This design comes from an exercise in tuning for small area on the open sky130 flow, not from production work. In this exercise RTL edits were held to simulation tests only and were not proved equivalent to the original.

==> flow/design.v <==
package layer_pkg;
   typedef logic signed [16-1:0] data_t;
   typedef logic [$clog2(8)-1:0] vec_addr_t;
   typedef logic [$clog2(16)-1:0] out_idx_t;
endpackage
package layer_coef_pkg;
   localparam int WEIGHT_ENTRIES = 4 * 8 * (16 / 4);
   localparam int BIAS_ENTRIES   = 4 * (16 / 4);
   localparam logic [WEIGHT_ENTRIES*16-1:0] weight_table = {
      {
         -16'sd38,  16'sd33,  16'sd109, 16'sd24,  -16'sd3,   -16'sd45,  -16'sd19,  16'sd48,
         16'sd103,  16'sd18,  16'sd82,  -16'sd28, 16'sd101,  -16'sd64,  -16'sd108, 16'sd3,
         -16'sd18,  16'sd107, 16'sd2,   -16'sd45, -16'sd85,  16'sd22,   16'sd86,   16'sd32,
         -16'sd1,   -16'sd105, 16'sd81, 16'sd42,  16'sd45,   16'sd39,   -16'sd54,  16'sd63
      },
      {
         16'sd29,   -16'sd75, -16'sd24, 16'sd89,  -16'sd12,  -16'sd72,  16'sd114,  -16'sd15,
         -16'sd11,  -16'sd4,  -16'sd36, 16'sd105, 16'sd53,   -16'sd50,  -16'sd37,  16'sd72,
         -16'sd110, -16'sd77, 16'sd9,   16'sd71,  16'sd1,    16'sd100,  16'sd15,   -16'sd72,
         16'sd90,   16'sd84,  16'sd7,   -16'sd36, 16'sd56,   -16'sd106, 16'sd20,   16'sd22
      },
      {
         -16'sd109, -16'sd24, 16'sd30,  16'sd68,  -16'sd123, -16'sd41,  16'sd119,  16'sd31,
         16'sd54,   16'sd121, 16'sd12,  16'sd60,  -16'sd48,  16'sd3,    -16'sd37,  16'sd78,
         16'sd93,   -16'sd101, 16'sd116, -16'sd83, 16'sd31,  -16'sd49,  16'sd124,  16'sd29,
         -16'sd78,  16'sd8,   16'sd67,  16'sd81,  16'sd87,   16'sd63,   -16'sd18,  -16'sd105
      },
      {
         -16'sd2,   -16'sd5,  16'sd22,  -16'sd23, 16'sd96,   -16'sd58,  16'sd36,   -16'sd70,
         16'sd126,  16'sd113, -16'sd73, 16'sd94,  -16'sd73,  16'sd92,   -16'sd104, -16'sd98,
         -16'sd64,  -16'sd77, -16'sd4,  -16'sd9,  -16'sd113, 16'sd20,   16'sd21,   -16'sd3,
         16'sd115,  16'sd106, 16'sd14,  -16'sd126, -16'sd1,  -16'sd93,  16'sd0,    16'sd126
      }
   };
   localparam logic [BIAS_ENTRIES*16-1:0] bias_table = {
      {-16'sd70, 16'sd120, 16'sd71,  -16'sd60},
      {-16'sd47, 16'sd115, -16'sd83, 16'sd67},
      {16'sd41,  16'sd38,  -16'sd81, -16'sd106},
      {16'sd103, 16'sd83,  16'sd0,   -16'sd10}
   };
endpackage
module layer_sequencer (
   input  logic                 clk,
   input  logic                 reset,
   input  logic                 s_valid,
   input  logic                 m_ready,
   output logic                 s_ready,
   output logic                 m_valid,
   output logic                 vec_wr_en,    
   output layer_pkg::vec_addr_t pos,          
   output logic                 run,          
   output logic                 en,           
   output layer_pkg::out_idx_t  out_idx,      
   output logic [5:0]           entry_next,   
   output logic                 x_bypass      
);
   layer_pkg::vec_addr_t load_cnt;    
   logic vec_pending;    
   logic done;           
   logic fire;
   logic can_start;
   logic start;
   logic last_start;     
   logic gap;            
   assign m_valid = done;
   assign fire    = done & m_ready;
   assign can_start  = (pos[1:0] == 2'd0) && (pos[2] != out_idx[0]) && !run && (!done || fire);
   assign start      = can_start && (out_idx != '0 || vec_pending || vec_wr_en);
   assign last_start = can_start && out_idx == 4'd15;
   assign en         = start | run;
   assign s_ready   = (pos == load_cnt) && (load_cnt != '0 || !vec_pending || last_start);
   assign vec_wr_en = s_ready & s_valid;
   assign gap       = (pos == load_cnt) && (load_cnt != '0) && !s_valid;
   assign x_bypass  = (pos == load_cnt) && out_idx == '0;
   layer_pkg::vec_addr_t pos_d;
   layer_pkg::out_idx_t  out_idx_d;
   logic                 finish;         
   assign finish     = run && pos[1:0] == 2'd3 && !(gap && out_idx == '0);
   assign pos_d      = reset ? '0 : pos + 1'b1;
   assign out_idx_d  = reset ? '0 : out_idx + finish;
   assign entry_next = {out_idx_d, pos_d[1:0]};
   always_ff @(posedge clk) begin
      pos     <= pos_d;
      out_idx <= out_idx_d;
   end
   always_ff @(posedge clk) begin
      if (reset) begin
         load_cnt    <= '0;
         vec_pending <= 1'b0;
         run         <= 1'b0;
         done        <= 1'b0;
      end else begin
         if (vec_wr_en)
            load_cnt <= load_cnt + 1'b1;
         if (vec_wr_en && load_cnt == 3'd7)
            vec_pending <= 1'b1;
         else if (start && out_idx == 4'd15)
            vec_pending <= 1'b0;
         if (start)
            run <= 1'b1;
         else if (run && (pos[1:0] == 2'd3 || (gap && out_idx == '0)))
            run <= 1'b0;
         if (finish)
            done <= 1'b1;
         else if (fire)
            done <= 1'b0;
      end
   end
endmodule
module mac_lane (
   input  logic                 clk,
   input  logic                 run,        
   input  logic                 en,         
   input  layer_pkg::out_idx_t  out_idx,
   input  layer_pkg::vec_addr_t pos,
   input  logic [5:0]           entry_next,    
   input  layer_pkg::data_t     x_a,
   input  layer_pkg::data_t     x_b,
   output layer_pkg::data_t     acc,
   output logic [16/4-1:1] acc_cy    
);
   localparam int ENTRIES = 16 * 4;
   logic [4*ENTRIES-1:0] a_one, a_two, a_neg, b_one, b_two, b_neg;
   logic [16*8-1:0] b_rom;
   logic [ENTRIES*8-1:0]        wa_rom, wb_rom;
   genvar i;
   generate
      for (i = 0; i < ENTRIES; i++) begin : g_w
         localparam int J  = i / 4;
         localparam int CA = (1 - J % 2) * 4 + i % 4;
         localparam int CB = (J % 2) * 4 + i % 4;
         localparam int EA = (J % 4) * 8 * (16 / 4)
                             + (J / 4) * 8 + CA;
         localparam int EB = (J % 4) * 8 * (16 / 4)
                             + (J / 4) * 8 + CB;
         localparam logic [8:0] WA = {layer_coef_pkg::weight_table[(layer_coef_pkg::WEIGHT_ENTRIES - 1 - EA) * 16 +: 8], 1'b0};
         localparam logic [8:0] WB = {layer_coef_pkg::weight_table[(layer_coef_pkg::WEIGHT_ENTRIES - 1 - EB) * 16 +: 8], 1'b0};
         assign wa_rom[i*8 +: 8] = WA[8:1];
         assign wb_rom[i*8 +: 8] = WB[8:1];
         for (genvar k = 0; k < 4; k++) begin : g_k
            assign a_one[k*ENTRIES + i] = WA[2*k+1] ^ WA[2*k];
            assign a_two[k*ENTRIES + i] = (WA[2*k+2] & ~WA[2*k+1] & ~WA[2*k]) | (~WA[2*k+2] & WA[2*k+1] & WA[2*k]);
            assign a_neg[k*ENTRIES + i] = WA[2*k+2] & ~(WA[2*k+1] & WA[2*k]);
            assign b_one[k*ENTRIES + i] = WB[2*k+1] ^ WB[2*k];
            assign b_two[k*ENTRIES + i] = (WB[2*k+2] & ~WB[2*k+1] & ~WB[2*k]) | (~WB[2*k+2] & WB[2*k+1] & WB[2*k]);
            assign b_neg[k*ENTRIES + i] = WB[2*k+2] & ~(WB[2*k+1] & WB[2*k]);
         end
      end
      for (i = 0; i < 16; i++) begin : g_b
         localparam int E = (i % 4) * (16 / 4) + i / 4;
         assign b_rom[i*8 +: 8] =
            layer_coef_pkg::bias_table[(layer_coef_pkg::BIAS_ENTRIES - 1 - E) * 16 +: 8];
      end
   endgenerate
   logic [5:0]  entry;
   logic [7:0]  bias;
   logic [15:0] addend;
   logic [3:0]  neg_a, one_a, two_a, neg_b, one_b, two_b;
   assign entry  = {out_idx, pos[1:0]};
   assign bias   = b_rom[out_idx*8 +: 8];
   assign addend = run ? acc : {{8{bias[7]}}, bias};
   logic [7:0] wa_q, wb_q;
   always_ff @(posedge clk) begin
      wa_q <= wa_rom[entry_next*8 +: 8];
      wb_q <= wb_rom[entry_next*8 +: 8];
   end
   logic [8:0] wxa, wxb;
   assign wxa = {wa_q, 1'b0};
   assign wxb = {wb_q, 1'b0};
   generate
      for (i = 0; i < 4; i++) begin : g_digit
         assign one_a[i] = wxa[2*i+1] ^ wxa[2*i];
         assign two_a[i] = (wxa[2*i+2] & ~wxa[2*i+1] & ~wxa[2*i]) | (~wxa[2*i+2] & wxa[2*i+1] & wxa[2*i]);
         assign neg_a[i] = wxa[2*i+2] & ~(wxa[2*i+1] & wxa[2*i]);
         assign one_b[i] = wxb[2*i+1] ^ wxb[2*i];
         assign two_b[i] = (wxb[2*i+2] & ~wxb[2*i+1] & ~wxb[2*i]) | (~wxb[2*i+2] & wxb[2*i+1] & wxb[2*i]);
         assign neg_b[i] = wxb[2*i+2] & ~(wxb[2*i+1] & wxb[2*i]);
      end
   endgenerate
   logic [15:0] pp_a0;
   assign pp_a0[0] = ((one_a[0] & x_a[0])) ^ neg_a[0];
   assign pp_a0[1] = ((one_a[0] & x_a[1]) | (two_a[0] & x_a[0])) ^ neg_a[0];
   assign pp_a0[2] = ((one_a[0] & x_a[2]) | (two_a[0] & x_a[1])) ^ neg_a[0];
   assign pp_a0[3] = ((one_a[0] & x_a[3]) | (two_a[0] & x_a[2])) ^ neg_a[0];
   assign pp_a0[4] = ((one_a[0] & x_a[4]) | (two_a[0] & x_a[3])) ^ neg_a[0];
   assign pp_a0[5] = ((one_a[0] & x_a[5]) | (two_a[0] & x_a[4])) ^ neg_a[0];
   assign pp_a0[6] = ((one_a[0] & x_a[6]) | (two_a[0] & x_a[5])) ^ neg_a[0];
   assign pp_a0[7] = ((one_a[0] & x_a[7]) | (two_a[0] & x_a[6])) ^ neg_a[0];
   assign pp_a0[8] = ((one_a[0] & x_a[8]) | (two_a[0] & x_a[7])) ^ neg_a[0];
   assign pp_a0[9] = ((one_a[0] & x_a[9]) | (two_a[0] & x_a[8])) ^ neg_a[0];
   assign pp_a0[10] = ((one_a[0] & x_a[10]) | (two_a[0] & x_a[9])) ^ neg_a[0];
   assign pp_a0[11] = ((one_a[0] & x_a[11]) | (two_a[0] & x_a[10])) ^ neg_a[0];
   assign pp_a0[12] = ((one_a[0] & x_a[12]) | (two_a[0] & x_a[11])) ^ neg_a[0];
   assign pp_a0[13] = ((one_a[0] & x_a[13]) | (two_a[0] & x_a[12])) ^ neg_a[0];
   assign pp_a0[14] = ((one_a[0] & x_a[14]) | (two_a[0] & x_a[13])) ^ neg_a[0];
   assign pp_a0[15] = ((one_a[0] & x_a[15]) | (two_a[0] & x_a[14])) ^ neg_a[0];
   logic [15:2] pp_a1;
   assign pp_a1[2] = ((one_a[1] & x_a[0])) ^ neg_a[1];
   assign pp_a1[3] = ((one_a[1] & x_a[1]) | (two_a[1] & x_a[0])) ^ neg_a[1];
   assign pp_a1[4] = ((one_a[1] & x_a[2]) | (two_a[1] & x_a[1])) ^ neg_a[1];
   assign pp_a1[5] = ((one_a[1] & x_a[3]) | (two_a[1] & x_a[2])) ^ neg_a[1];
   assign pp_a1[6] = ((one_a[1] & x_a[4]) | (two_a[1] & x_a[3])) ^ neg_a[1];
   assign pp_a1[7] = ((one_a[1] & x_a[5]) | (two_a[1] & x_a[4])) ^ neg_a[1];
   assign pp_a1[8] = ((one_a[1] & x_a[6]) | (two_a[1] & x_a[5])) ^ neg_a[1];
   assign pp_a1[9] = ((one_a[1] & x_a[7]) | (two_a[1] & x_a[6])) ^ neg_a[1];
   assign pp_a1[10] = ((one_a[1] & x_a[8]) | (two_a[1] & x_a[7])) ^ neg_a[1];
   assign pp_a1[11] = ((one_a[1] & x_a[9]) | (two_a[1] & x_a[8])) ^ neg_a[1];
   assign pp_a1[12] = ((one_a[1] & x_a[10]) | (two_a[1] & x_a[9])) ^ neg_a[1];
   assign pp_a1[13] = ((one_a[1] & x_a[11]) | (two_a[1] & x_a[10])) ^ neg_a[1];
   assign pp_a1[14] = ((one_a[1] & x_a[12]) | (two_a[1] & x_a[11])) ^ neg_a[1];
   assign pp_a1[15] = ((one_a[1] & x_a[13]) | (two_a[1] & x_a[12])) ^ neg_a[1];
   logic [15:4] pp_a2;
   assign pp_a2[4] = ((one_a[2] & x_a[0])) ^ neg_a[2];
   assign pp_a2[5] = ((one_a[2] & x_a[1]) | (two_a[2] & x_a[0])) ^ neg_a[2];
   assign pp_a2[6] = ((one_a[2] & x_a[2]) | (two_a[2] & x_a[1])) ^ neg_a[2];
   assign pp_a2[7] = ((one_a[2] & x_a[3]) | (two_a[2] & x_a[2])) ^ neg_a[2];
   assign pp_a2[8] = ((one_a[2] & x_a[4]) | (two_a[2] & x_a[3])) ^ neg_a[2];
   assign pp_a2[9] = ((one_a[2] & x_a[5]) | (two_a[2] & x_a[4])) ^ neg_a[2];
   assign pp_a2[10] = ((one_a[2] & x_a[6]) | (two_a[2] & x_a[5])) ^ neg_a[2];
   assign pp_a2[11] = ((one_a[2] & x_a[7]) | (two_a[2] & x_a[6])) ^ neg_a[2];
   assign pp_a2[12] = ((one_a[2] & x_a[8]) | (two_a[2] & x_a[7])) ^ neg_a[2];
   assign pp_a2[13] = ((one_a[2] & x_a[9]) | (two_a[2] & x_a[8])) ^ neg_a[2];
   assign pp_a2[14] = ((one_a[2] & x_a[10]) | (two_a[2] & x_a[9])) ^ neg_a[2];
   assign pp_a2[15] = ((one_a[2] & x_a[11]) | (two_a[2] & x_a[10])) ^ neg_a[2];
   logic [15:6] pp_a3;
   assign pp_a3[6] = ((one_a[3] & x_a[0])) ^ neg_a[3];
   assign pp_a3[7] = ((one_a[3] & x_a[1]) | (two_a[3] & x_a[0])) ^ neg_a[3];
   assign pp_a3[8] = ((one_a[3] & x_a[2]) | (two_a[3] & x_a[1])) ^ neg_a[3];
   assign pp_a3[9] = ((one_a[3] & x_a[3]) | (two_a[3] & x_a[2])) ^ neg_a[3];
   assign pp_a3[10] = ((one_a[3] & x_a[4]) | (two_a[3] & x_a[3])) ^ neg_a[3];
   assign pp_a3[11] = ((one_a[3] & x_a[5]) | (two_a[3] & x_a[4])) ^ neg_a[3];
   assign pp_a3[12] = ((one_a[3] & x_a[6]) | (two_a[3] & x_a[5])) ^ neg_a[3];
   assign pp_a3[13] = ((one_a[3] & x_a[7]) | (two_a[3] & x_a[6])) ^ neg_a[3];
   assign pp_a3[14] = ((one_a[3] & x_a[8]) | (two_a[3] & x_a[7])) ^ neg_a[3];
   assign pp_a3[15] = ((one_a[3] & x_a[9]) | (two_a[3] & x_a[8])) ^ neg_a[3];
   logic [15:0] pp_b0;
   assign pp_b0[0] = ((one_b[0] & x_b[0])) ^ neg_b[0];
   assign pp_b0[1] = ((one_b[0] & x_b[1]) | (two_b[0] & x_b[0])) ^ neg_b[0];
   assign pp_b0[2] = ((one_b[0] & x_b[2]) | (two_b[0] & x_b[1])) ^ neg_b[0];
   assign pp_b0[3] = ((one_b[0] & x_b[3]) | (two_b[0] & x_b[2])) ^ neg_b[0];
   assign pp_b0[4] = ((one_b[0] & x_b[4]) | (two_b[0] & x_b[3])) ^ neg_b[0];
   assign pp_b0[5] = ((one_b[0] & x_b[5]) | (two_b[0] & x_b[4])) ^ neg_b[0];
   assign pp_b0[6] = ((one_b[0] & x_b[6]) | (two_b[0] & x_b[5])) ^ neg_b[0];
   assign pp_b0[7] = ((one_b[0] & x_b[7]) | (two_b[0] & x_b[6])) ^ neg_b[0];
   assign pp_b0[8] = ((one_b[0] & x_b[8]) | (two_b[0] & x_b[7])) ^ neg_b[0];
   assign pp_b0[9] = ((one_b[0] & x_b[9]) | (two_b[0] & x_b[8])) ^ neg_b[0];
   assign pp_b0[10] = ((one_b[0] & x_b[10]) | (two_b[0] & x_b[9])) ^ neg_b[0];
   assign pp_b0[11] = ((one_b[0] & x_b[11]) | (two_b[0] & x_b[10])) ^ neg_b[0];
   assign pp_b0[12] = ((one_b[0] & x_b[12]) | (two_b[0] & x_b[11])) ^ neg_b[0];
   assign pp_b0[13] = ((one_b[0] & x_b[13]) | (two_b[0] & x_b[12])) ^ neg_b[0];
   assign pp_b0[14] = ((one_b[0] & x_b[14]) | (two_b[0] & x_b[13])) ^ neg_b[0];
   assign pp_b0[15] = ((one_b[0] & x_b[15]) | (two_b[0] & x_b[14])) ^ neg_b[0];
   logic [15:2] pp_b1;
   assign pp_b1[2] = ((one_b[1] & x_b[0])) ^ neg_b[1];
   assign pp_b1[3] = ((one_b[1] & x_b[1]) | (two_b[1] & x_b[0])) ^ neg_b[1];
   assign pp_b1[4] = ((one_b[1] & x_b[2]) | (two_b[1] & x_b[1])) ^ neg_b[1];
   assign pp_b1[5] = ((one_b[1] & x_b[3]) | (two_b[1] & x_b[2])) ^ neg_b[1];
   assign pp_b1[6] = ((one_b[1] & x_b[4]) | (two_b[1] & x_b[3])) ^ neg_b[1];
   assign pp_b1[7] = ((one_b[1] & x_b[5]) | (two_b[1] & x_b[4])) ^ neg_b[1];
   assign pp_b1[8] = ((one_b[1] & x_b[6]) | (two_b[1] & x_b[5])) ^ neg_b[1];
   assign pp_b1[9] = ((one_b[1] & x_b[7]) | (two_b[1] & x_b[6])) ^ neg_b[1];
   assign pp_b1[10] = ((one_b[1] & x_b[8]) | (two_b[1] & x_b[7])) ^ neg_b[1];
   assign pp_b1[11] = ((one_b[1] & x_b[9]) | (two_b[1] & x_b[8])) ^ neg_b[1];
   assign pp_b1[12] = ((one_b[1] & x_b[10]) | (two_b[1] & x_b[9])) ^ neg_b[1];
   assign pp_b1[13] = ((one_b[1] & x_b[11]) | (two_b[1] & x_b[10])) ^ neg_b[1];
   assign pp_b1[14] = ((one_b[1] & x_b[12]) | (two_b[1] & x_b[11])) ^ neg_b[1];
   assign pp_b1[15] = ((one_b[1] & x_b[13]) | (two_b[1] & x_b[12])) ^ neg_b[1];
   logic [15:4] pp_b2;
   assign pp_b2[4] = ((one_b[2] & x_b[0])) ^ neg_b[2];
   assign pp_b2[5] = ((one_b[2] & x_b[1]) | (two_b[2] & x_b[0])) ^ neg_b[2];
   assign pp_b2[6] = ((one_b[2] & x_b[2]) | (two_b[2] & x_b[1])) ^ neg_b[2];
   assign pp_b2[7] = ((one_b[2] & x_b[3]) | (two_b[2] & x_b[2])) ^ neg_b[2];
   assign pp_b2[8] = ((one_b[2] & x_b[4]) | (two_b[2] & x_b[3])) ^ neg_b[2];
   assign pp_b2[9] = ((one_b[2] & x_b[5]) | (two_b[2] & x_b[4])) ^ neg_b[2];
   assign pp_b2[10] = ((one_b[2] & x_b[6]) | (two_b[2] & x_b[5])) ^ neg_b[2];
   assign pp_b2[11] = ((one_b[2] & x_b[7]) | (two_b[2] & x_b[6])) ^ neg_b[2];
   assign pp_b2[12] = ((one_b[2] & x_b[8]) | (two_b[2] & x_b[7])) ^ neg_b[2];
   assign pp_b2[13] = ((one_b[2] & x_b[9]) | (two_b[2] & x_b[8])) ^ neg_b[2];
   assign pp_b2[14] = ((one_b[2] & x_b[10]) | (two_b[2] & x_b[9])) ^ neg_b[2];
   assign pp_b2[15] = ((one_b[2] & x_b[11]) | (two_b[2] & x_b[10])) ^ neg_b[2];
   logic [15:6] pp_b3;
   assign pp_b3[6] = ((one_b[3] & x_b[0])) ^ neg_b[3];
   assign pp_b3[7] = ((one_b[3] & x_b[1]) | (two_b[3] & x_b[0])) ^ neg_b[3];
   assign pp_b3[8] = ((one_b[3] & x_b[2]) | (two_b[3] & x_b[1])) ^ neg_b[3];
   assign pp_b3[9] = ((one_b[3] & x_b[3]) | (two_b[3] & x_b[2])) ^ neg_b[3];
   assign pp_b3[10] = ((one_b[3] & x_b[4]) | (two_b[3] & x_b[3])) ^ neg_b[3];
   assign pp_b3[11] = ((one_b[3] & x_b[5]) | (two_b[3] & x_b[4])) ^ neg_b[3];
   assign pp_b3[12] = ((one_b[3] & x_b[6]) | (two_b[3] & x_b[5])) ^ neg_b[3];
   assign pp_b3[13] = ((one_b[3] & x_b[7]) | (two_b[3] & x_b[6])) ^ neg_b[3];
   assign pp_b3[14] = ((one_b[3] & x_b[8]) | (two_b[3] & x_b[7])) ^ neg_b[3];
   assign pp_b3[15] = ((one_b[3] & x_b[9]) | (two_b[3] & x_b[8])) ^ neg_b[3];
   logic s1, c2, s3, c4, s5, c6, s7, c8, s9, c10, s11, c12, s13, c14, s15, c16;
   logic s17, c18, s19, s20, c21, s22, c23, s24, c25, s26, c27, s28, c29, s30, c31, s32;
   logic c33, s34, c35, s36, c37, s38, c39, s40, c41, s42, c43, s44, c45, s46, c47, s48;
   logic c49, s50, c51, s52, c53, s54, c55, s56, c57, s58, c59, s60, c61, s62, c63, s64;
   logic c65, s66, c67, s68, c69, s70, c71, s72, c73, s74, c75, s76, c77, s78, c79, s80;
   logic c81, s82, c83, s84, s85, s86, s87, c88, s89, c90, s91, c92, s93, c94, s95, c96;
   logic s97, c98, s99, c100, s101, c102, s103, c104, s105, c106, s107, c108, s109, c110, s111, c112;
   logic s113, c114, s115, c116, s117, c118, s119, c120, s121, c122, s123, c124, s125, c126, s127, c128;
   logic s129, c130, s131, c132, s133, c134, s135, c136, s137, c138, s139, s140, s141, c142, s143, c144;
   logic s145, c146, s147, c148, s149, c150, s151, c152, s153, c154, s155, c156, s157, c158, s159, c160;
   logic s161, c162, s163, c164, s165, c166, s167, c168, s169, c170, s171, s172, c173, s174, c175, s176;
   logic c177, s178, c179, s180, c181, s182, c183, s184, c185, s186, c187, s188, c189, s190, c191, s192;
   logic c193, s194, c195, s196, c197, s198, c199, s200, c201, s202;
   assign s1 = neg_a[3] ^ neg_b[3] ^ addend[6];
   assign c2 = (neg_a[3] & neg_b[3]) | (neg_a[3] & addend[6]) | (neg_b[3] & addend[6]);
   assign s3 = addend[7] ^ pp_b0[7];
   assign c4 = addend[7] & pp_b0[7];
   assign s5 = addend[8] ^ pp_b0[8];
   assign c6 = addend[8] & pp_b0[8];
   assign s7 = addend[9] ^ pp_b0[9];
   assign c8 = addend[9] & pp_b0[9];
   assign s9 = addend[10] ^ pp_b0[10];
   assign c10 = addend[10] & pp_b0[10];
   assign s11 = addend[11] ^ pp_b0[11];
   assign c12 = addend[11] & pp_b0[11];
   assign s13 = addend[12] ^ pp_b0[12];
   assign c14 = addend[12] & pp_b0[12];
   assign s15 = addend[13] ^ pp_b0[13];
   assign c16 = addend[13] & pp_b0[13];
   assign s17 = addend[14] ^ pp_b0[14];
   assign c18 = addend[14] & pp_b0[14];
   assign s19 = addend[15] ^ pp_b0[15];
   assign s20 = neg_a[1] ^ neg_b[1];
   assign c21 = neg_a[1] & neg_b[1];
   assign s22 = neg_a[2] ^ neg_b[2] ^ addend[4];
   assign c23 = (neg_a[2] & neg_b[2]) | (neg_a[2] & addend[4]) | (neg_b[2] & addend[4]);
   assign s24 = pp_b0[4] ^ pp_b1[4];
   assign c25 = pp_b0[4] & pp_b1[4];
   assign s26 = addend[5] ^ pp_b0[5] ^ pp_b1[5];
   assign c27 = (addend[5] & pp_b0[5]) | (addend[5] & pp_b1[5]) | (pp_b0[5] & pp_b1[5]);
   assign s28 = pp_b2[5] ^ pp_a0[5];
   assign c29 = pp_b2[5] & pp_a0[5];
   assign s30 = pp_b0[6] ^ pp_b1[6] ^ pp_b2[6];
   assign c31 = (pp_b0[6] & pp_b1[6]) | (pp_b0[6] & pp_b2[6]) | (pp_b1[6] & pp_b2[6]);
   assign s32 = pp_b3[6] ^ s1 ^ pp_a0[6];
   assign c33 = (pp_b3[6] & s1) | (pp_b3[6] & pp_a0[6]) | (s1 & pp_a0[6]);
   assign s34 = pp_a1[6] ^ pp_a2[6];
   assign c35 = pp_a1[6] & pp_a2[6];
   assign s36 = pp_b1[7] ^ pp_b2[7] ^ pp_b3[7];
   assign c37 = (pp_b1[7] & pp_b2[7]) | (pp_b1[7] & pp_b3[7]) | (pp_b2[7] & pp_b3[7]);
   assign s38 = c2 ^ s3 ^ pp_a0[7];
   assign c39 = (c2 & s3) | (c2 & pp_a0[7]) | (s3 & pp_a0[7]);
   assign s40 = pp_a1[7] ^ pp_a2[7] ^ pp_a3[7];
   assign c41 = (pp_a1[7] & pp_a2[7]) | (pp_a1[7] & pp_a3[7]) | (pp_a2[7] & pp_a3[7]);
   assign s42 = pp_b1[8] ^ pp_b2[8] ^ pp_b3[8];
   assign c43 = (pp_b1[8] & pp_b2[8]) | (pp_b1[8] & pp_b3[8]) | (pp_b2[8] & pp_b3[8]);
   assign s44 = c4 ^ s5 ^ pp_a0[8];
   assign c45 = (c4 & s5) | (c4 & pp_a0[8]) | (s5 & pp_a0[8]);
   assign s46 = pp_a1[8] ^ pp_a2[8] ^ pp_a3[8];
   assign c47 = (pp_a1[8] & pp_a2[8]) | (pp_a1[8] & pp_a3[8]) | (pp_a2[8] & pp_a3[8]);
   assign s48 = pp_b1[9] ^ pp_b2[9] ^ pp_b3[9];
   assign c49 = (pp_b1[9] & pp_b2[9]) | (pp_b1[9] & pp_b3[9]) | (pp_b2[9] & pp_b3[9]);
   assign s50 = c6 ^ s7 ^ pp_a0[9];
   assign c51 = (c6 & s7) | (c6 & pp_a0[9]) | (s7 & pp_a0[9]);
   assign s52 = pp_a1[9] ^ pp_a2[9] ^ pp_a3[9];
   assign c53 = (pp_a1[9] & pp_a2[9]) | (pp_a1[9] & pp_a3[9]) | (pp_a2[9] & pp_a3[9]);
   assign s54 = pp_b1[10] ^ pp_b2[10] ^ pp_b3[10];
   assign c55 = (pp_b1[10] & pp_b2[10]) | (pp_b1[10] & pp_b3[10]) | (pp_b2[10] & pp_b3[10]);
   assign s56 = c8 ^ s9 ^ pp_a0[10];
   assign c57 = (c8 & s9) | (c8 & pp_a0[10]) | (s9 & pp_a0[10]);
   assign s58 = pp_a1[10] ^ pp_a2[10] ^ pp_a3[10];
   assign c59 = (pp_a1[10] & pp_a2[10]) | (pp_a1[10] & pp_a3[10]) | (pp_a2[10] & pp_a3[10]);
   assign s60 = pp_b1[11] ^ pp_b2[11] ^ pp_b3[11];
   assign c61 = (pp_b1[11] & pp_b2[11]) | (pp_b1[11] & pp_b3[11]) | (pp_b2[11] & pp_b3[11]);
   assign s62 = c10 ^ s11 ^ pp_a0[11];
   assign c63 = (c10 & s11) | (c10 & pp_a0[11]) | (s11 & pp_a0[11]);
   assign s64 = pp_a1[11] ^ pp_a2[11] ^ pp_a3[11];
   assign c65 = (pp_a1[11] & pp_a2[11]) | (pp_a1[11] & pp_a3[11]) | (pp_a2[11] & pp_a3[11]);
   assign s66 = pp_b1[12] ^ pp_b2[12] ^ pp_b3[12];
   assign c67 = (pp_b1[12] & pp_b2[12]) | (pp_b1[12] & pp_b3[12]) | (pp_b2[12] & pp_b3[12]);
   assign s68 = c12 ^ s13 ^ pp_a0[12];
   assign c69 = (c12 & s13) | (c12 & pp_a0[12]) | (s13 & pp_a0[12]);
   assign s70 = pp_a1[12] ^ pp_a2[12] ^ pp_a3[12];
   assign c71 = (pp_a1[12] & pp_a2[12]) | (pp_a1[12] & pp_a3[12]) | (pp_a2[12] & pp_a3[12]);
   assign s72 = pp_b1[13] ^ pp_b2[13] ^ pp_b3[13];
   assign c73 = (pp_b1[13] & pp_b2[13]) | (pp_b1[13] & pp_b3[13]) | (pp_b2[13] & pp_b3[13]);
   assign s74 = c14 ^ s15 ^ pp_a0[13];
   assign c75 = (c14 & s15) | (c14 & pp_a0[13]) | (s15 & pp_a0[13]);
   assign s76 = pp_a1[13] ^ pp_a2[13] ^ pp_a3[13];
   assign c77 = (pp_a1[13] & pp_a2[13]) | (pp_a1[13] & pp_a3[13]) | (pp_a2[13] & pp_a3[13]);
   assign s78 = pp_b1[14] ^ pp_b2[14] ^ pp_b3[14];
   assign c79 = (pp_b1[14] & pp_b2[14]) | (pp_b1[14] & pp_b3[14]) | (pp_b2[14] & pp_b3[14]);
   assign s80 = c16 ^ s17 ^ pp_a0[14];
   assign c81 = (c16 & s17) | (c16 & pp_a0[14]) | (s17 & pp_a0[14]);
   assign s82 = pp_a1[14] ^ pp_a2[14] ^ pp_a3[14];
   assign c83 = (pp_a1[14] & pp_a2[14]) | (pp_a1[14] & pp_a3[14]) | (pp_a2[14] & pp_a3[14]);
   assign s84 = pp_b1[15] ^ pp_b2[15] ^ pp_b3[15];
   assign s85 = c18 ^ s19 ^ pp_a0[15];
   assign s86 = pp_a1[15] ^ pp_a2[15] ^ pp_a3[15];
   assign s87 = neg_a[0] ^ neg_b[0];
   assign c88 = neg_a[0] & neg_b[0];
   assign s89 = addend[2] ^ s20 ^ pp_b0[2];
   assign c90 = (addend[2] & s20) | (addend[2] & pp_b0[2]) | (s20 & pp_b0[2]);
   assign s91 = addend[3] ^ c21 ^ pp_b0[3];
   assign c92 = (addend[3] & c21) | (addend[3] & pp_b0[3]) | (c21 & pp_b0[3]);
   assign s93 = pp_b1[3] ^ pp_a0[3];
   assign c94 = pp_b1[3] & pp_a0[3];
   assign s95 = pp_b2[4] ^ s22 ^ s24;
   assign c96 = (pp_b2[4] & s22) | (pp_b2[4] & s24) | (s22 & s24);
   assign s97 = pp_a0[4] ^ pp_a1[4] ^ pp_a2[4];
   assign c98 = (pp_a0[4] & pp_a1[4]) | (pp_a0[4] & pp_a2[4]) | (pp_a1[4] & pp_a2[4]);
   assign s99 = c23 ^ c25 ^ s26;
   assign c100 = (c23 & c25) | (c23 & s26) | (c25 & s26);
   assign s101 = pp_a1[5] ^ pp_a2[5] ^ s28;
   assign c102 = (pp_a1[5] & pp_a2[5]) | (pp_a1[5] & s28) | (pp_a2[5] & s28);
   assign s103 = c27 ^ s30 ^ pp_a3[6];
   assign c104 = (c27 & s30) | (c27 & pp_a3[6]) | (s30 & pp_a3[6]);
   assign s105 = c29 ^ s34 ^ s32;
   assign c106 = (c29 & s34) | (c29 & s32) | (s34 & s32);
   assign s107 = c31 ^ s36 ^ c35;
   assign c108 = (c31 & s36) | (c31 & c35) | (s36 & c35);
   assign s109 = c33 ^ s38 ^ s40;
   assign c110 = (c33 & s38) | (c33 & s40) | (s38 & s40);
   assign s111 = c37 ^ s42 ^ c39;
   assign c112 = (c37 & s42) | (c37 & c39) | (s42 & c39);
   assign s113 = c41 ^ s44 ^ s46;
   assign c114 = (c41 & s44) | (c41 & s46) | (s44 & s46);
   assign s115 = c43 ^ s48 ^ c45;
   assign c116 = (c43 & s48) | (c43 & c45) | (s48 & c45);
   assign s117 = c47 ^ s50 ^ s52;
   assign c118 = (c47 & s50) | (c47 & s52) | (s50 & s52);
   assign s119 = c49 ^ s54 ^ c51;
   assign c120 = (c49 & s54) | (c49 & c51) | (s54 & c51);
   assign s121 = c53 ^ s56 ^ s58;
   assign c122 = (c53 & s56) | (c53 & s58) | (s56 & s58);
   assign s123 = c55 ^ s60 ^ c57;
   assign c124 = (c55 & s60) | (c55 & c57) | (s60 & c57);
   assign s125 = c59 ^ s62 ^ s64;
   assign c126 = (c59 & s62) | (c59 & s64) | (s62 & s64);
   assign s127 = c61 ^ s66 ^ c63;
   assign c128 = (c61 & s66) | (c61 & c63) | (s66 & c63);
   assign s129 = c65 ^ s68 ^ s70;
   assign c130 = (c65 & s68) | (c65 & s70) | (s68 & s70);
   assign s131 = c67 ^ s72 ^ c69;
   assign c132 = (c67 & s72) | (c67 & c69) | (s72 & c69);
   assign s133 = c71 ^ s74 ^ s76;
   assign c134 = (c71 & s74) | (c71 & s76) | (s74 & s76);
   assign s135 = c73 ^ s78 ^ c75;
   assign c136 = (c73 & s78) | (c73 & c75) | (s78 & c75);
   assign s137 = c77 ^ s80 ^ s82;
   assign c138 = (c77 & s80) | (c77 & s82) | (s80 & s82);
   assign s139 = c79 ^ s84 ^ c81;
   assign s140 = c83 ^ s85 ^ s86;
   assign s141 = addend[0] ^ s87;
   assign c142 = addend[0] & s87;
   assign s143 = addend[1] ^ c88 ^ pp_b0[1];
   assign c144 = (addend[1] & c88) | (addend[1] & pp_b0[1]) | (c88 & pp_b0[1]);
   assign s145 = pp_b1[2] ^ s89 ^ pp_a0[2];
   assign c146 = (pp_b1[2] & s89) | (pp_b1[2] & pp_a0[2]) | (s89 & pp_a0[2]);
   assign s147 = c90 ^ s91 ^ pp_a1[3];
   assign c148 = (c90 & s91) | (c90 & pp_a1[3]) | (s91 & pp_a1[3]);
   assign s149 = c92 ^ s95 ^ c94;
   assign c150 = (c92 & s95) | (c92 & c94) | (s95 & c94);
   assign s151 = c96 ^ s99 ^ c98;
   assign c152 = (c96 & s99) | (c96 & c98) | (s99 & c98);
   assign s153 = c100 ^ s103 ^ c102;
   assign c154 = (c100 & s103) | (c100 & c102) | (s103 & c102);
   assign s155 = c104 ^ s107 ^ c106;
   assign c156 = (c104 & s107) | (c104 & c106) | (s107 & c106);
   assign s157 = c108 ^ s111 ^ c110;
   assign c158 = (c108 & s111) | (c108 & c110) | (s111 & c110);
   assign s159 = c112 ^ s115 ^ c114;
   assign c160 = (c112 & s115) | (c112 & c114) | (s115 & c114);
   assign s161 = c116 ^ s119 ^ c118;
   assign c162 = (c116 & s119) | (c116 & c118) | (s119 & c118);
   assign s163 = c120 ^ s123 ^ c122;
   assign c164 = (c120 & s123) | (c120 & c122) | (s123 & c122);
   assign s165 = c124 ^ s127 ^ c126;
   assign c166 = (c124 & s127) | (c124 & c126) | (s127 & c126);
   assign s167 = c128 ^ s131 ^ c130;
   assign c168 = (c128 & s131) | (c128 & c130) | (s131 & c130);
   assign s169 = c132 ^ s135 ^ c134;
   assign c170 = (c132 & s135) | (c132 & c134) | (s135 & c134);
   assign s171 = c136 ^ s139 ^ c138;
   assign s172 = pp_b0[0] ^ s141;
   assign c173 = pp_b0[0] & s141;
   assign s174 = c142 ^ s143 ^ pp_a0[1];
   assign c175 = (c142 & s143) | (c142 & pp_a0[1]) | (s143 & pp_a0[1]);
   assign s176 = c144 ^ pp_a1[2] ^ s145;
   assign c177 = (c144 & pp_a1[2]) | (c144 & s145) | (pp_a1[2] & s145);
   assign s178 = s93 ^ c146 ^ s147;
   assign c179 = (s93 & c146) | (s93 & s147) | (c146 & s147);
   assign s180 = c148 ^ s97 ^ s149;
   assign c181 = (c148 & s97) | (c148 & s149) | (s97 & s149);
   assign s182 = c150 ^ s101 ^ s151;
   assign c183 = (c150 & s101) | (c150 & s151) | (s101 & s151);
   assign s184 = c152 ^ s105 ^ s153;
   assign c185 = (c152 & s105) | (c152 & s153) | (s105 & s153);
   assign s186 = s109 ^ c154 ^ s155;
   assign c187 = (s109 & c154) | (s109 & s155) | (c154 & s155);
   assign s188 = s113 ^ c156 ^ s157;
   assign c189 = (s113 & c156) | (s113 & s157) | (c156 & s157);
   assign s190 = s117 ^ c158 ^ s159;
   assign c191 = (s117 & c158) | (s117 & s159) | (c158 & s159);
   assign s192 = s121 ^ c160 ^ s161;
   assign c193 = (s121 & c160) | (s121 & s161) | (c160 & s161);
   assign s194 = s125 ^ c162 ^ s163;
   assign c195 = (s125 & c162) | (s125 & s163) | (c162 & s163);
   assign s196 = s129 ^ c164 ^ s165;
   assign c197 = (s129 & c164) | (s129 & s165) | (c164 & s165);
   assign s198 = s133 ^ c166 ^ s167;
   assign c199 = (s133 & c166) | (s133 & s167) | (c166 & s167);
   assign s200 = s137 ^ c168 ^ s169;
   assign c201 = (s137 & c168) | (s137 & s169) | (c168 & s169);
   assign s202 = s140 ^ c170 ^ s171;
   logic [15:0] op_a, op_b;
   assign op_a = {s202, s200, s198, s196, s194, s192, s190, s188, s186, s184, s182, s180, s178, s176, s174, pp_a0[0]};
   assign op_b = {c201, c199, c197, c195, c193, c191, c189, c187, c185, c183, c181, c179, c177, c175, c173, s172};
   logic [15:0] cy;
   logic [15:0] sum;
   logic [3:1] cy_out;
   assign cy[0] = 1'b0;
   assign sum[0] = op_a[0] ^ op_b[0] ^ cy[0];
   assign cy[1] = (op_a[0] & op_b[0]) | (op_a[0] & cy[0]) | (op_b[0] & cy[0]);
   assign sum[1] = op_a[1] ^ op_b[1] ^ cy[1];
   assign cy[2] = (op_a[1] & op_b[1]) | (op_a[1] & cy[1]) | (op_b[1] & cy[1]);
   assign sum[2] = op_a[2] ^ op_b[2] ^ cy[2];
   assign cy[3] = (op_a[2] & op_b[2]) | (op_a[2] & cy[2]) | (op_b[2] & cy[2]);
   assign sum[3] = op_a[3] ^ op_b[3] ^ cy[3];
   assign cy_out[1] = (op_a[3] & op_b[3]) | (op_a[3] & cy[3]) | (op_b[3] & cy[3]);
   assign cy[4] = run & acc_cy[1];
   assign sum[4] = op_a[4] ^ op_b[4] ^ cy[4];
   assign cy[5] = (op_a[4] & op_b[4]) | (op_a[4] & cy[4]) | (op_b[4] & cy[4]);
   assign sum[5] = op_a[5] ^ op_b[5] ^ cy[5];
   assign cy[6] = (op_a[5] & op_b[5]) | (op_a[5] & cy[5]) | (op_b[5] & cy[5]);
   assign sum[6] = op_a[6] ^ op_b[6] ^ cy[6];
   assign cy[7] = (op_a[6] & op_b[6]) | (op_a[6] & cy[6]) | (op_b[6] & cy[6]);
   assign sum[7] = op_a[7] ^ op_b[7] ^ cy[7];
   assign cy_out[2] = (op_a[7] & op_b[7]) | (op_a[7] & cy[7]) | (op_b[7] & cy[7]);
   assign cy[8] = run & acc_cy[2];
   assign sum[8] = op_a[8] ^ op_b[8] ^ cy[8];
   assign cy[9] = (op_a[8] & op_b[8]) | (op_a[8] & cy[8]) | (op_b[8] & cy[8]);
   assign sum[9] = op_a[9] ^ op_b[9] ^ cy[9];
   assign cy[10] = (op_a[9] & op_b[9]) | (op_a[9] & cy[9]) | (op_b[9] & cy[9]);
   assign sum[10] = op_a[10] ^ op_b[10] ^ cy[10];
   assign cy[11] = (op_a[10] & op_b[10]) | (op_a[10] & cy[10]) | (op_b[10] & cy[10]);
   assign sum[11] = op_a[11] ^ op_b[11] ^ cy[11];
   assign cy_out[3] = (op_a[11] & op_b[11]) | (op_a[11] & cy[11]) | (op_b[11] & cy[11]);
   assign cy[12] = run & acc_cy[3];
   assign sum[12] = op_a[12] ^ op_b[12] ^ cy[12];
   assign cy[13] = (op_a[12] & op_b[12]) | (op_a[12] & cy[12]) | (op_b[12] & cy[12]);
   assign sum[13] = op_a[13] ^ op_b[13] ^ cy[13];
   assign cy[14] = (op_a[13] & op_b[13]) | (op_a[13] & cy[13]) | (op_b[13] & cy[13]);
   assign sum[14] = op_a[14] ^ op_b[14] ^ cy[14];
   assign cy[15] = (op_a[14] & op_b[14]) | (op_a[14] & cy[14]) | (op_b[14] & cy[14]);
   assign sum[15] = op_a[15] ^ op_b[15] ^ cy[15];
   always_ff @(posedge clk)
      if (en) begin
         acc    <= sum;
         acc_cy <= cy_out;
      end
endmodule
module mac_array (
   input  logic                 clk,
   input  logic                 vec_wr_en,
   input  logic                 x_bypass,
   input  layer_pkg::data_t     data_in,
   input  layer_pkg::vec_addr_t pos,
   input  logic                 run,
   input  logic                 en,
   input  layer_pkg::out_idx_t  out_idx,
   input  logic [5:0]           entry_next,
   output layer_pkg::data_t     acc,
   output logic [16/4-1:1] acc_cy
);
   layer_pkg::data_t ring [0:8-1];
   always_ff @(posedge clk) begin
      for (int k = 0; k < 8 - 1; k++)
         ring[k] <= ring[k+1];
      ring[8-1] <= vec_wr_en ? data_in : ring[0];
   end
   mac_lane u_lane (
      .clk     (clk),
      .run     (run),
      .en      (en),
      .out_idx (out_idx),
      .pos     (pos),
      .entry_next (entry_next),
      .x_a     (x_bypass ? data_in : ring[0]),    
      .x_b     (ring[8/2]),           
      .acc     (acc),
      .acc_cy  (acc_cy)
   );
endmodule
module result_buffer (
   input  layer_pkg::data_t acc,
   input  logic [16/4-1:1] acc_cy,
   output layer_pkg::data_t data_out
);
   localparam int NSEG = 16 / 4;
   logic [16-1:0] carries;
   layer_pkg::data_t         result;
   always_comb begin
      carries = '0;
      for (int k = 1; k < NSEG; k++)
         carries[k*4] = acc_cy[k];
   end
   assign result   = acc + carries;
   assign data_out = result[16-1] ? '0 : result;
endmodule
module layer_top (
   input  logic             clk,
   input  logic             reset,
   input  logic             s_valid,
   input  logic             m_ready,
   input  layer_pkg::data_t data_in,
   output logic             s_ready,
   output logic             m_valid,
   output layer_pkg::data_t data_out
);
   logic                 vec_wr_en;
   logic                 x_bypass;
   layer_pkg::vec_addr_t pos;
   logic                 run, en;
   layer_pkg::out_idx_t  out_idx;
   logic [5:0]           entry_next;
   layer_pkg::data_t     acc;
   logic [16/4-1:1] acc_cy;
   layer_sequencer u_sequencer (
      .clk       (clk),
      .reset     (reset),
      .s_valid   (s_valid),
      .m_ready   (m_ready),
      .s_ready   (s_ready),
      .m_valid   (m_valid),
      .vec_wr_en (vec_wr_en),
      .pos       (pos),
      .run       (run),
      .en        (en),
      .out_idx   (out_idx),
      .entry_next(entry_next),
      .x_bypass  (x_bypass)
   );
   mac_array u_mac_array (
      .clk       (clk),
      .vec_wr_en (vec_wr_en),
      .x_bypass  (x_bypass),
      .data_in   (data_in),
      .pos       (pos),
      .run       (run),
      .en        (en),
      .out_idx   (out_idx),
      .entry_next(entry_next),
      .acc       (acc),
      .acc_cy    (acc_cy)
   );
   result_buffer u_result_buffer (
      .acc      (acc),
      .acc_cy   (acc_cy),
      .data_out (data_out)
   );
endmodule
==> flow/run.sh <==
#!/bin/bash
# synth_recipe.tcl (not shown) runs the flow's synth.tcl, then flattens the netlist and writes it again
# the make line also repeats each setting of config.mk as NAME=value (left out here)
make -C /OpenROAD-flow-scripts/flow DESIGN_CONFIG=/design/flow/config.mk WORK_HOME=/design/flow/orfs CLKGATE_MAP_FILE= SYNTH_SCRIPT=/design/flow/synth_recipe.tcl finish
==> flow/config.mk <==
export PLATFORM = sky130hd
export DESIGN_NAME = layer_top
export DESIGN_NICKNAME = layer_top
export VERILOG_FILES = /design/flow/design.v
export SDC_FILE = /design/flow/constraint.sdc
export NUM_CORES = 4
export LEC_CHECK = 0
export CAP_MARGIN = 20
export CORE_MARGIN = 2
export CORE_UTILIZATION = 40
export SLEW_MARGIN = 20
==> flow/constraint.sdc <==
create_clock -name core_clock -period 7.0 [get_ports {clk}]
set_input_delay 1.4000 -clock core_clock [delete_from_list [all_inputs] [get_ports {clk}]]
set_output_delay 1.4000 -clock core_clock [all_outputs]
set_load 0.01 [all_outputs]
==> results.json, run 1 <==
{
  "grt-ovfl-total": 0,
  "min_path_cells": 0,
  "clk_latency_ns": 0.45,
  "cts_made_buffers": 17,
  "root_buffer": "clkbuf_16",
  "drc": 0,
  "clk_pin_slew_ns": 0.09,
  "netlist_top_cells_area": "dfxtp_1, fa_1, xnor2_1, ha_1, edfxtp_1",
  "reg2reg_from": "u_sequencer.out_idx[1]$_DFF_P_",
  "place_area_um2": 12600,
  "syn2layout_area_growth_pct": 12.4,
  "setup_viol": 0,
  "io_buffers": 36,
  "required_ns": 7.20,
  "hpwl_um": 23000,
  "post-route-period-util": 0.964,
  "setup_ws_ns": 0.252,
  "die_h_um": 176,
  "crit_buf_inv": 3,
  "period_minus_slack_ns": 6.75,
  "dp_cells": 1630,
  "postRouteAntennaNets": 0,
  "cts_tree": "done",
  "cp_top_family": "adder cells",
  "rr_worst_depth": 23,
  "hold_buffers": 0,
  "max_freq_mhz": 148,
  "ys_types": 64,
  "rrSetupSlack_ns": 0.40,
  "rsz0062_at_grt": "false",
  "path_class": "in2reg",
  "syn_area_um2": 11800,
  "cts_setup_buffers": 0,
  "grt_pass1_wl_um": 50600,
  "final-hold-violation-count": 0,
  "place_ws_ns": -0.203,
  "final_cells": 1662,
  "crit_path_top_delay_cell": "fa_1",
  "maxSlewHeadroom": 0.444,
  "tightest_slew_ns": 0.833,
  "cpMostUsedCell": "fa_1",
  "hold_path_class": "reg2reg",
  "finalWeightedCongestion": 0.907,
  "cts_max_level": 4,
  "post-synth-top-area-cell": "dfxtp_1",
  "ys_warn_count": 6,
  "crit_path_end_kind": "flop",
  "die_width_um": 176,
  "layout-drive-gt1-share": 0.0955,
  "firstDrtPassIters": 7,
  "clkSinkCount": 176,
  "yosysSeqAreaShare": 0.315,
  "holdPathEnd": "u_mac_array.ring[4][15]$_DFF_P_",
  "postSynthCellCount": 1254,
  "grt.total_usage": 0.211,
  "finalMaxSlewViolations": 0,
  "grt_pass1_vias": 8964,
  "fin_skew_ns": 0.0220,
  "grt_max_degree": 52,
  "synth-edff-count": 19,
  "cts_buffer_depth": 2,
  "io_pins": 38,
  "path_max_fanout": 4,
  "ys_ff_latch": 176,
  "synth_fp_nets": 1418,
  "avgSynthCellArea_um2": 9.41,
  "worst_r2r_endpoint": "u_mac_array.u_lane.acc[15]$_DFFE_PP_",
  "synth_top_area_share": 0.266,
  "wirelength_um": 31200,
  "maxCapViolCount": 0,
  "routedWlPerCell_um": 18.8,
  "n_antenna_cell": 0,
  "stdcell_area_um2": 13300,
  "drtIter0Drc": 828,
  "ys.flop_type": "dfxtp_1",
  "crit_chain": "clkdlybuf4s50_1 -> mux2_2 -> a22oi_1 -> xor2_1 -> fa_1 -> fa_1 -> fa_1 -> inv_1 -> fa_1 -> inv_1 -> fa_1 -> fa_1 -> fa_1 -> xnor2_1 -> xnor2_1 -> xnor2_1 -> xnor2_1 -> xnor2_1 -> xnor3_1",
  "vias": 8939,
  "startpoint_type": "primary input",
  "final_nets": 1429,
  "cp.arrival_ns": 6.95,
  "async_reset_ff_frac": 0,
  "fp.dieArea_um2": 30900,
  "core_area_um2": 28900,
  "outcome": "finished clean",
  "rows": 62,
  "start_util": 0.409,
  "hold_start": "u_mac_array.ring[5][15]$_DFF_P_",
  "slowest_delay_ns": 0.50,
  "vias_per_cell": 5.38,
  "antenna_found_initial": 0
}
## stage by stage
step	TNS, ns	util	hold slack [ns]
after floorplan	0	-	0.310
after global placement	-0.188	0.438	0.310
after detailed placement	-0.203	0.438	0.312
after CTS	0	0.459	0.327
after global routing	0	0.460	0.331
final	0	0.460	0.324
## synthesized netlist by cell type, types with 3 or more instances
library cell    n
o21ai_0        49
nor2_1         66
o311ai_0        3
buf_1          14
inv_1         132
clkbuf_1       70
o32ai_1         3
a22o_1         10
o22ai_1        10
nor3b_1         6
a22oi_1        70
o31ai_1         4
edfxtp_1       19
nand3_1         9
ha_1           49
and3_1          4
a221o_1         3
mux2i_1        20
and2_1          7
mux2_2         26
or2_2           3
mux2_4          4
or3_1           3
nor3_1         11
a211oi_1       12
a311oi_1        6
a221oi_1        3
nand2b_1       23
fa_1           95
nand2_1        86
xnor2_1        85
a21oi_1        83
nor2b_1        14
xor2_1         39
dfxtp_1       157
o211ai_1        7
a31oi_1        10
## logic make-up after synthesis
| group | share of synthesized area |
|---|---|
| other | 0.000318 |
| adders and majority gates | 0.213 |
| AOI/OAI and AO/OA | 0.161 |
| DFF | 0.315 |
| buffers and inverters | 0.0742 |
| xor gates and xnor gates | 0.0959 |
| and+or+nand+nor | 0.0939 |
| muxes | 0.0469 |
## flip-flops by register name, indices dropped and copies added (netlist names), 3 cells and up
signal and count:
u_mac_array.ring 128, u_mac_array.u_lane.acc 16, u_mac_array.u_lane.acc_cy 3, u_mac_array.u_lane.wa_q 8
u_mac_array.u_lane.wb_q 8, u_sequencer.load_cnt 3, u_sequencer.out_idx 4, u_sequencer.pos 3
## worst max-delay path by stage
stage,startpoint,to,slack (ns),cells past startpoint
2_1_floorplan,u_sequencer.out_idx[0]$_DFF_P_,u_mac_array.u_lane.acc[15]$_DFFE_PP_,0.26,24
3_3_place_gp,data_in[5],u_mac_array.u_lane.acc[15]$_DFFE_PP_,-0.19,19
3_5_place_dp,data_in[5],u_mac_array.u_lane.acc[15]$_DFFE_PP_,-0.20,19
4_1_cts,data_in[5],u_mac_array.u_lane.acc[15]$_DFFE_PP_,0.25,19
5_1_grt,data_in[5],u_mac_array.u_lane.acc[15]$_DFFE_PP_,0.002,19
6_report,data_in[5],u_mac_array.u_lane.acc[15]$_DFFE_PP_,0.25,19
## placed cells by master, fill, tap and decap left out, types with 6 or more instances in the layout
cell / instances
a31oi_1: 10
clkbuf_16: 17
mux2_2: 26
a22o_1: 10
xor2_1: 39
nor3_1: 11
a211oi_1: 12
a22oi_1: 70
nand3_1: 9
nor2_1: 66
o22ai_1: 10
dfxtp_1: 157
fa_1: 95
nor2b_1: 14
a21oi_1: 83
xnor2_1: 85
and2_1: 7
o21ai_0: 49
ha_1: 48
clkdlybuf4s50_1: 36
mux2i_1: 20
nand2_1: 86
nand2b_1: 22
a311oi_1: 6
o211ai_1: 7
buf_4: 48
inv_1: 131
edfxtp_1: 19
## cell type report
cell class                      count  area, um^2
Clock buffer                       17         425
Clock inverter                     15         196
Fill cell                        2804       15600
Inverter                          134         503
Multi-Input combinational cell    852        7220
Sequential cell                   176        3710
Tap cell                          384         480
Timing Repair Buffer               84         721
## what timing repair did
action,CTS,global route
gates resized for setup,0,2
endpoints found under the setup margin,0,1
hold endpoints to repair,0,0
## routing by layer
| metal | track usage | vias to the layer above | part of all wire |
|---|---|---|---|
| met4 | 0.0627 | 0 | 0.020 |
| li1 | - | 4235 | - |
| met3 | 0.0327 | 44 | 0.054 |
| met2 | 0.338 | 322 | 0.46 |
| met5 | 0 | - | 0 |
| met1 | 0.296 | 4338 | 0.47 |
==> run 2: changes to the inputs <==
--- a/flow/design.v
+++ b/flow/design.v
@@ -117,7 +117,7 @@
    input  layer_pkg::data_t     x_a,
    input  layer_pkg::data_t     x_b,
    output layer_pkg::data_t     acc,
-   output logic [16/4-1:1] acc_cy    
+   output logic [16-1:0] acc_cy    
 );
    localparam int ENTRIES = 16 * 4;
    logic [4*ENTRIES-1:0] a_one, a_two, a_neg, b_one, b_two, b_neg;
@@ -509,7 +509,7 @@
    assign op_b = {c201, c199, c197, c195, c193, c191, c189, c187, c185, c183, c181, c179, c177, c175, c173, s172};
    logic [15:0] cy;
    logic [15:0] sum;
-   logic [3:1] cy_out;
+   logic [15:0] cy_out;
    assign cy[0] = 1'b0;
    assign sum[0] = op_a[0] ^ op_b[0] ^ cy[0];
    assign cy[1] = (op_a[0] & op_b[0]) | (op_a[0] & cy[0]) | (op_b[0] & cy[0]);
@@ -518,38 +518,53 @@
    assign sum[2] = op_a[2] ^ op_b[2] ^ cy[2];
    assign cy[3] = (op_a[2] & op_b[2]) | (op_a[2] & cy[2]) | (op_b[2] & cy[2]);
    assign sum[3] = op_a[3] ^ op_b[3] ^ cy[3];
-   assign cy_out[1] = (op_a[3] & op_b[3]) | (op_a[3] & cy[3]) | (op_b[3] & cy[3]);
-   assign cy[4] = run & acc_cy[1];
+   assign cy[4] = (op_a[3] & op_b[3]) | (op_a[3] & cy[3]) | (op_b[3] & cy[3]);
    assign sum[4] = op_a[4] ^ op_b[4] ^ cy[4];
-   assign cy[5] = (op_a[4] & op_b[4]) | (op_a[4] & cy[4]) | (op_b[4] & cy[4]);
+   assign cy_out[5] = (op_a[4] & op_b[4]) | (op_a[4] & cy[4]) | (op_b[4] & cy[4]);
+   assign cy[5] = run & acc_cy[5];
    assign sum[5] = op_a[5] ^ op_b[5] ^ cy[5];
    assign cy[6] = (op_a[5] & op_b[5]) | (op_a[5] & cy[5]) | (op_b[5] & cy[5]);
    assign sum[6] = op_a[6] ^ op_b[6] ^ cy[6];
    assign cy[7] = (op_a[6] & op_b[6]) | (op_a[6] & cy[6]) | (op_b[6] & cy[6]);
    assign sum[7] = op_a[7] ^ op_b[7] ^ cy[7];
-   assign cy_out[2] = (op_a[7] & op_b[7]) | (op_a[7] & cy[7]) | (op_b[7] & cy[7]);
-   assign cy[8] = run & acc_cy[2];
+   assign cy[8] = (op_a[7] & op_b[7]) | (op_a[7] & cy[7]) | (op_b[7] & cy[7]);
    assign sum[8] = op_a[8] ^ op_b[8] ^ cy[8];
-   assign cy[9] = (op_a[8] & op_b[8]) | (op_a[8] & cy[8]) | (op_b[8] & cy[8]);
+   assign cy_out[9] = (op_a[8] & op_b[8]) | (op_a[8] & cy[8]) | (op_b[8] & cy[8]);
+   assign cy[9] = run & acc_cy[9];
    assign sum[9] = op_a[9] ^ op_b[9] ^ cy[9];
    assign cy[10] = (op_a[9] & op_b[9]) | (op_a[9] & cy[9]) | (op_b[9] & cy[9]);
    assign sum[10] = op_a[10] ^ op_b[10] ^ cy[10];
    assign cy[11] = (op_a[10] & op_b[10]) | (op_a[10] & cy[10]) | (op_b[10] & cy[10]);
    assign sum[11] = op_a[11] ^ op_b[11] ^ cy[11];
-   assign cy_out[3] = (op_a[11] & op_b[11]) | (op_a[11] & cy[11]) | (op_b[11] & cy[11]);
-   assign cy[12] = run & acc_cy[3];
+   assign cy[12] = (op_a[11] & op_b[11]) | (op_a[11] & cy[11]) | (op_b[11] & cy[11]);
    assign sum[12] = op_a[12] ^ op_b[12] ^ cy[12];
-   assign cy[13] = (op_a[12] & op_b[12]) | (op_a[12] & cy[12]) | (op_b[12] & cy[12]);
+   assign cy_out[13] = (op_a[12] & op_b[12]) | (op_a[12] & cy[12]) | (op_b[12] & cy[12]);
+   assign cy[13] = run & acc_cy[13];
    assign sum[13] = op_a[13] ^ op_b[13] ^ cy[13];
    assign cy[14] = (op_a[13] & op_b[13]) | (op_a[13] & cy[13]) | (op_b[13] & cy[13]);
    assign sum[14] = op_a[14] ^ op_b[14] ^ cy[14];
    assign cy[15] = (op_a[14] & op_b[14]) | (op_a[14] & cy[14]) | (op_b[14] & cy[14]);
    assign sum[15] = op_a[15] ^ op_b[15] ^ cy[15];
+   assign cy_out[0] = 1'b0;
+   assign cy_out[1] = 1'b0;
+   assign cy_out[2] = 1'b0;
+   assign cy_out[3] = 1'b0;
+   assign cy_out[4] = 1'b0;
+   assign cy_out[6] = 1'b0;
+   assign cy_out[7] = 1'b0;
+   assign cy_out[8] = 1'b0;
+   assign cy_out[10] = 1'b0;
+   assign cy_out[11] = 1'b0;
+   assign cy_out[12] = 1'b0;
+   assign cy_out[14] = 1'b0;
+   assign cy_out[15] = 1'b0;
+   logic [15:0] cy_q;    
    always_ff @(posedge clk)
       if (en) begin
-         acc    <= sum;
-         acc_cy <= cy_out;
+         acc  <= sum;
+         cy_q <= cy_out & 16'h2220;
       end
+   assign acc_cy = cy_q & 16'h2220;
 endmodule
 module mac_array (
    input  logic                 clk,
@@ -562,7 +577,7 @@
    input  layer_pkg::out_idx_t  out_idx,
    input  logic [5:0]           entry_next,
    output layer_pkg::data_t     acc,
-   output logic [16/4-1:1] acc_cy
+   output logic [16-1:0] acc_cy
 );
    layer_pkg::data_t ring [0:8-1];
    always_ff @(posedge clk) begin
@@ -585,18 +600,11 @@
 endmodule
 module result_buffer (
    input  layer_pkg::data_t acc,
-   input  logic [16/4-1:1] acc_cy,
+   input  logic [16-1:0] acc_cy,
    output layer_pkg::data_t data_out
 );
-   localparam int NSEG = 16 / 4;
-   logic [16-1:0] carries;
-   layer_pkg::data_t         result;
-   always_comb begin
-      carries = '0;
-      for (int k = 1; k < NSEG; k++)
-         carries[k*4] = acc_cy[k];
-   end
-   assign result   = acc + carries;
+   layer_pkg::data_t result;
+   assign result   = acc + acc_cy;
    assign data_out = result[16-1] ? '0 : result;
 endmodule
 module layer_top (
@@ -616,7 +624,7 @@
    layer_pkg::out_idx_t  out_idx;
    logic [5:0]           entry_next;
    layer_pkg::data_t     acc;
-   logic [16/4-1:1] acc_cy;
+   logic [16-1:0] acc_cy;
    layer_sequencer u_sequencer (
       .clk       (clk),
       .reset     (reset),
==> flow/flow/run.sh (new file) <==
#!/bin/bash
# The standard layout, with the port buffers made of the platform's
# smallest plain buffer instead of the delay buffer buffer_ports picks.
# Each ORFS step keeps its own log under orfs/logs; make's output goes to
# flow_make.log here.
set -euo pipefail
bash standard.sh "BUFFER_PORTS_ARGS=-buffer_cell sky130_fd_sc_hd__buf_1" finish > flow_make.log 2>&1
==> flow/standard.sh (new file) <==
#!/bin/bash
# synth_recipe.tcl (not shown) runs the flow's synth.tcl, then flattens the netlist and writes it again
# the make line also repeats each setting of config.mk as NAME=value (left out here)
make -C /OpenROAD-flow-scripts/flow DESIGN_CONFIG=/design/flow/config.mk WORK_HOME=/design/flow/orfs CLKGATE_MAP_FILE= SYNTH_SCRIPT=/design/flow/synth_recipe.tcl "${@:-finish}"
removed: flow/run.sh
==> run 2 against run 1 <==
Effect of this change:
- synthesized cell count grew 0.16%
- design area fell by 2.9%
- critical path depth rose by 3
- core utilization is 1.3 points lower
- critical path type is now reg2reg
==> results.json, run 2 <==
{
  "path_max_fanout": 12,
  "required_ns": 7.18,
  "max_freq_mhz": 157,
  "grt-ovfl-total": 0,
  "die_h_um": 176,
  "rr_worst_depth": 22,
  "layout_top_registers": "u_mac_array.ring (128), u_mac_array.u_lane.acc (16)",
  "tightest_slew_ns": 1.04,
  "cp_top_family": "adder cells",
  "fp.dieArea_um2": 30900,
  "crit_path_end_kind": "flop",
  "routedWlPerCell_um": 18.9,
  "startpoint_type": "flop",
  "postRouteAntennaNets": 0,
  "cts_max_level": 4,
  "top_register": "u_mac_array.ring",
  "hold_path_class": "reg2reg",
  "wl_met2_um": 14200,
  "rsz0062_at_grt": "false",
  "syn_area_um2": 11800,
  "avgSynthCellArea_um2": 9.40,
  "outcome": "finished clean",
  "largest_reg_flops": 128,
  "min_path_cells": 0,
  "num-fill-cells": 2815,
  "rows": 62,
  "async_reset_ff_frac": 0,
  "top_layer": "met4",
  "synth_fp_nets": 1421,
  "clk_pin_slew_ns": 0.07,
  "vias": 8929,
  "ys_ff_latch": 176,
  "synth_top_area_share": 0.266,
  "clkSinkCount": 176,
  "synth-edff-count": 19,
  "ys.flop_type": "dfxtp_1",
  "cp.arrival_ns": 6.57,
  "setup_viol": 0,
  "cts_setup_buffers": 0,
  "n_antenna_cell": 0,
  "dp_cells": 1613,
  "setup_tns_ns": 0,
  "slowest_delay_ns": 0.51,
  "cts_made_buffers": 17,
  "crit_chain": "inv_1 -> ha_1 -> nor3b_2 -> nand4_1 -> buf_4 -> mux2_2 -> a22o_1 -> fa_1 -> fa_1 -> inv_1 -> fa_1 -> inv_1 -> fa_1 -> inv_1 -> fa_1 -> fa_1 -> xnor2_1 -> xnor2_1 -> xnor2_1 -> xnor2_1 -> xnor2_1 -> xnor3_1",
  "cts_tree": "done",
  "antenna_found_initial": 0,
  "netlist_top_cells_area": "dfxtp_1, fa_1, xnor2_1, ha_1, edfxtp_1",
  "ys_warn_count": 5,
  "grt.total_usage": 0.205,
  "wl_met1_um": 13900,
  "grt_pass1_vias": 8531,
  "post-route-period-util": 0.913,
  "post-synth-top-area-cell": "dfxtp_1",
  "layout-drive-gt1-share": 0.0785,
  "root_buffer": "clkbuf_16",
  "grt_pass1_wl_um": 48300,
  "ys_types": 61,
  "maxSlewHeadroom": 0.308,
  "die_width_um": 176,
  "drtIter0Drc": 874,
  "final_cells": 1645,
  "layout_commonest_cell": "dfxtp_1",
  "finalMaxSlewViolations": 0,
  "hpwl_um": 23000,
  "final-hold-violation-count": 0,
  "final_nets": 1413,
  "grt_max_degree": 43,
  "cpMostUsedCell": "fa_1",
  "yosysMostFrequentCell": "dfxtp_1",
  "path_class": "reg2reg",
  "final_cell_mix": "dfxtp_1, inv_1, fa_1",
  "crit_buf_inv": 5,
  "drc": 0,
  "syn2layout_area_growth_pct": 9.05,
  "maxCapViolCount": 0,
  "yosysSeqAreaShare": 0.315,
  "cts_buffer_depth": 2,
  "cts_resized": 0,
  "core_area_um2": 28900,
  "fin_skew_ns": 0.0205,
  "io_pins": 38,
  "hold_buffers": 0,
  "wl_met3_um": 1940,
  "wirelength_um": 31000,
  "hold-worst-slack_ns": 0.321,
  "cp.depth": 22,
  "clk_latency_ns": 0.45,
  "finalWeightedCongestion": 0.930,
  "start_util": 0.409,
  "postSynthCellCount": 1256,
  "period_minus_slack_ns": 6.39,
  "firstDrtPassIters": 6,
  "synth_common_cells": "dfxtp_1, inv_1, fa_1",
  "vias_per_cell": 5.43,
  "io_buffers": 36,
  "crit_path_top_delay_cell": "dfxtp_1"
}
run 2: logic make-up (layout without fill, tap and decap cells):
kind of cell | Yosys count | in the layout | share of synthesized area
compound gates | 301 | 301 | 0.164
buf+inv | 231 | 236 | 0.0762
simple gates | 223 | 223 | 0.0861
flops | 176 | 176 | 0.315
fa+ha+maj | 145 | 145 | 0.214
xor+xnor | 124 | 124 | 0.0943
mux | 55 | 55 | 0.0506
other cells | 1 | 1 | 0.000318
run 2: worst paths after layout:
| check | slack (ns) | from | to |
|---|---|---|---|
| max | 0.61 | u_sequencer.out_idx[0]$_DFF_P_ | u_mac_array.u_lane.acc[15]$_DFFE_PP_ |
| min | 0.32 | u_mac_array.ring[3][2]$_DFF_P_ | u_mac_array.ring[2][2]$_DFF_P_ |
| max reg2reg | 0.61 | u_sequencer.out_idx[0]$_DFF_P_ | u_mac_array.u_lane.acc[15]$_DFFE_PP_ |
| min reg2reg | 0.32 | u_mac_array.ring[3][2]$_DFF_P_ | u_mac_array.ring[2][2]$_DFF_P_ |
run 2: through the flow:
step                      area, um^2  setup WS, ns  utilization
final                          12900         0.610        0.446
after floorplan                11800         0.950            -
after detailed placement       12300         0.636        0.425
after global placement         12300         0.741        0.425
after global routing           12900         0.287        0.446
after CTS                      12900         0.612        0.446
run 2: worst reg2reg max path: stages, from the launching register on:
cell	delay [ns]
dfxtp_1	0.51
inv_1	0.18
ha_1	0.28
nor3b_2	0.17
nand4_1	0.11
buf_4	0.25
mux2_2	0.43
a22o_1	0.26
fa_1	0.38
fa_1	0.49
inv_1	0.05
fa_1	0.50
inv_1	0.05
fa_1	0.47
inv_1	0.05
fa_1	0.43
fa_1	0.38
xnor2_1	0.19
xnor2_1	0.16
xnor2_1	0.15
xnor2_1	0.15
xnor2_1	0.16
xnor3_1	0.33
run 2: routing by layer:
layer	vias up	global-route usage
li1	4192	-
met1	4351	0.279
met2	330	0.323
met3	56	0.0364
met4	0	0.0806
met5	-	0
run 2: final cells by class:
cell class,count,area [um^2],area share
well taps,384,480,0.0373
clock inverters,13,169,0.0131
flip-flops and latches,176,3710,0.288
multi-input cells,849,7200,0.559
clock buffers,19,443,0.0344
inverters,141,529,0.0411
repair buffers,63,338,0.0262

## afterwards: timing with drivers on the ports
In the flow no input, the clock included, has a driving cell. The finished layouts below were timed again as built, in two steps.
Step 1 (the two cells are an assumption about what drives the block):
set clk [get_ports {clk}]
set_driving_cell -lib_cell sky130_fd_sc_hd__clkbuf_16 $clk
set_driving_cell -lib_cell sky130_fd_sc_hd__buf_2 [delete_from_list [all_inputs] $clk]
Step 2 adds t to the input delays and takes it off the output delays; t is the mean of the earliest and latest rising clock arrival at the registers after step 1. Input paths then give back, and output paths get back, about the clock's delay inside the block.
Slacks: ideal ports / drivers / drivers and shift; pairs: ideal ports / drivers.
run | shift t [ns] | slack for setup (ns) | worst register clock-pin slew, ns | worst data-port slew with drivers (ns)
run 1 | 0.489 | 0.252 / 0.274 / -0.215 | 0.09 / 0.09 | 0.04
run 2 | 0.484 | 0.610 / 0.610 / 0.610 | 0.08 / 0.08 | 0.03
Met with ideal ports but missed after step 2: setup timing in run 1. The setup slack of run 1, which loses most, moves by +0.022 ns with the drivers and by -0.467 ns with both steps.
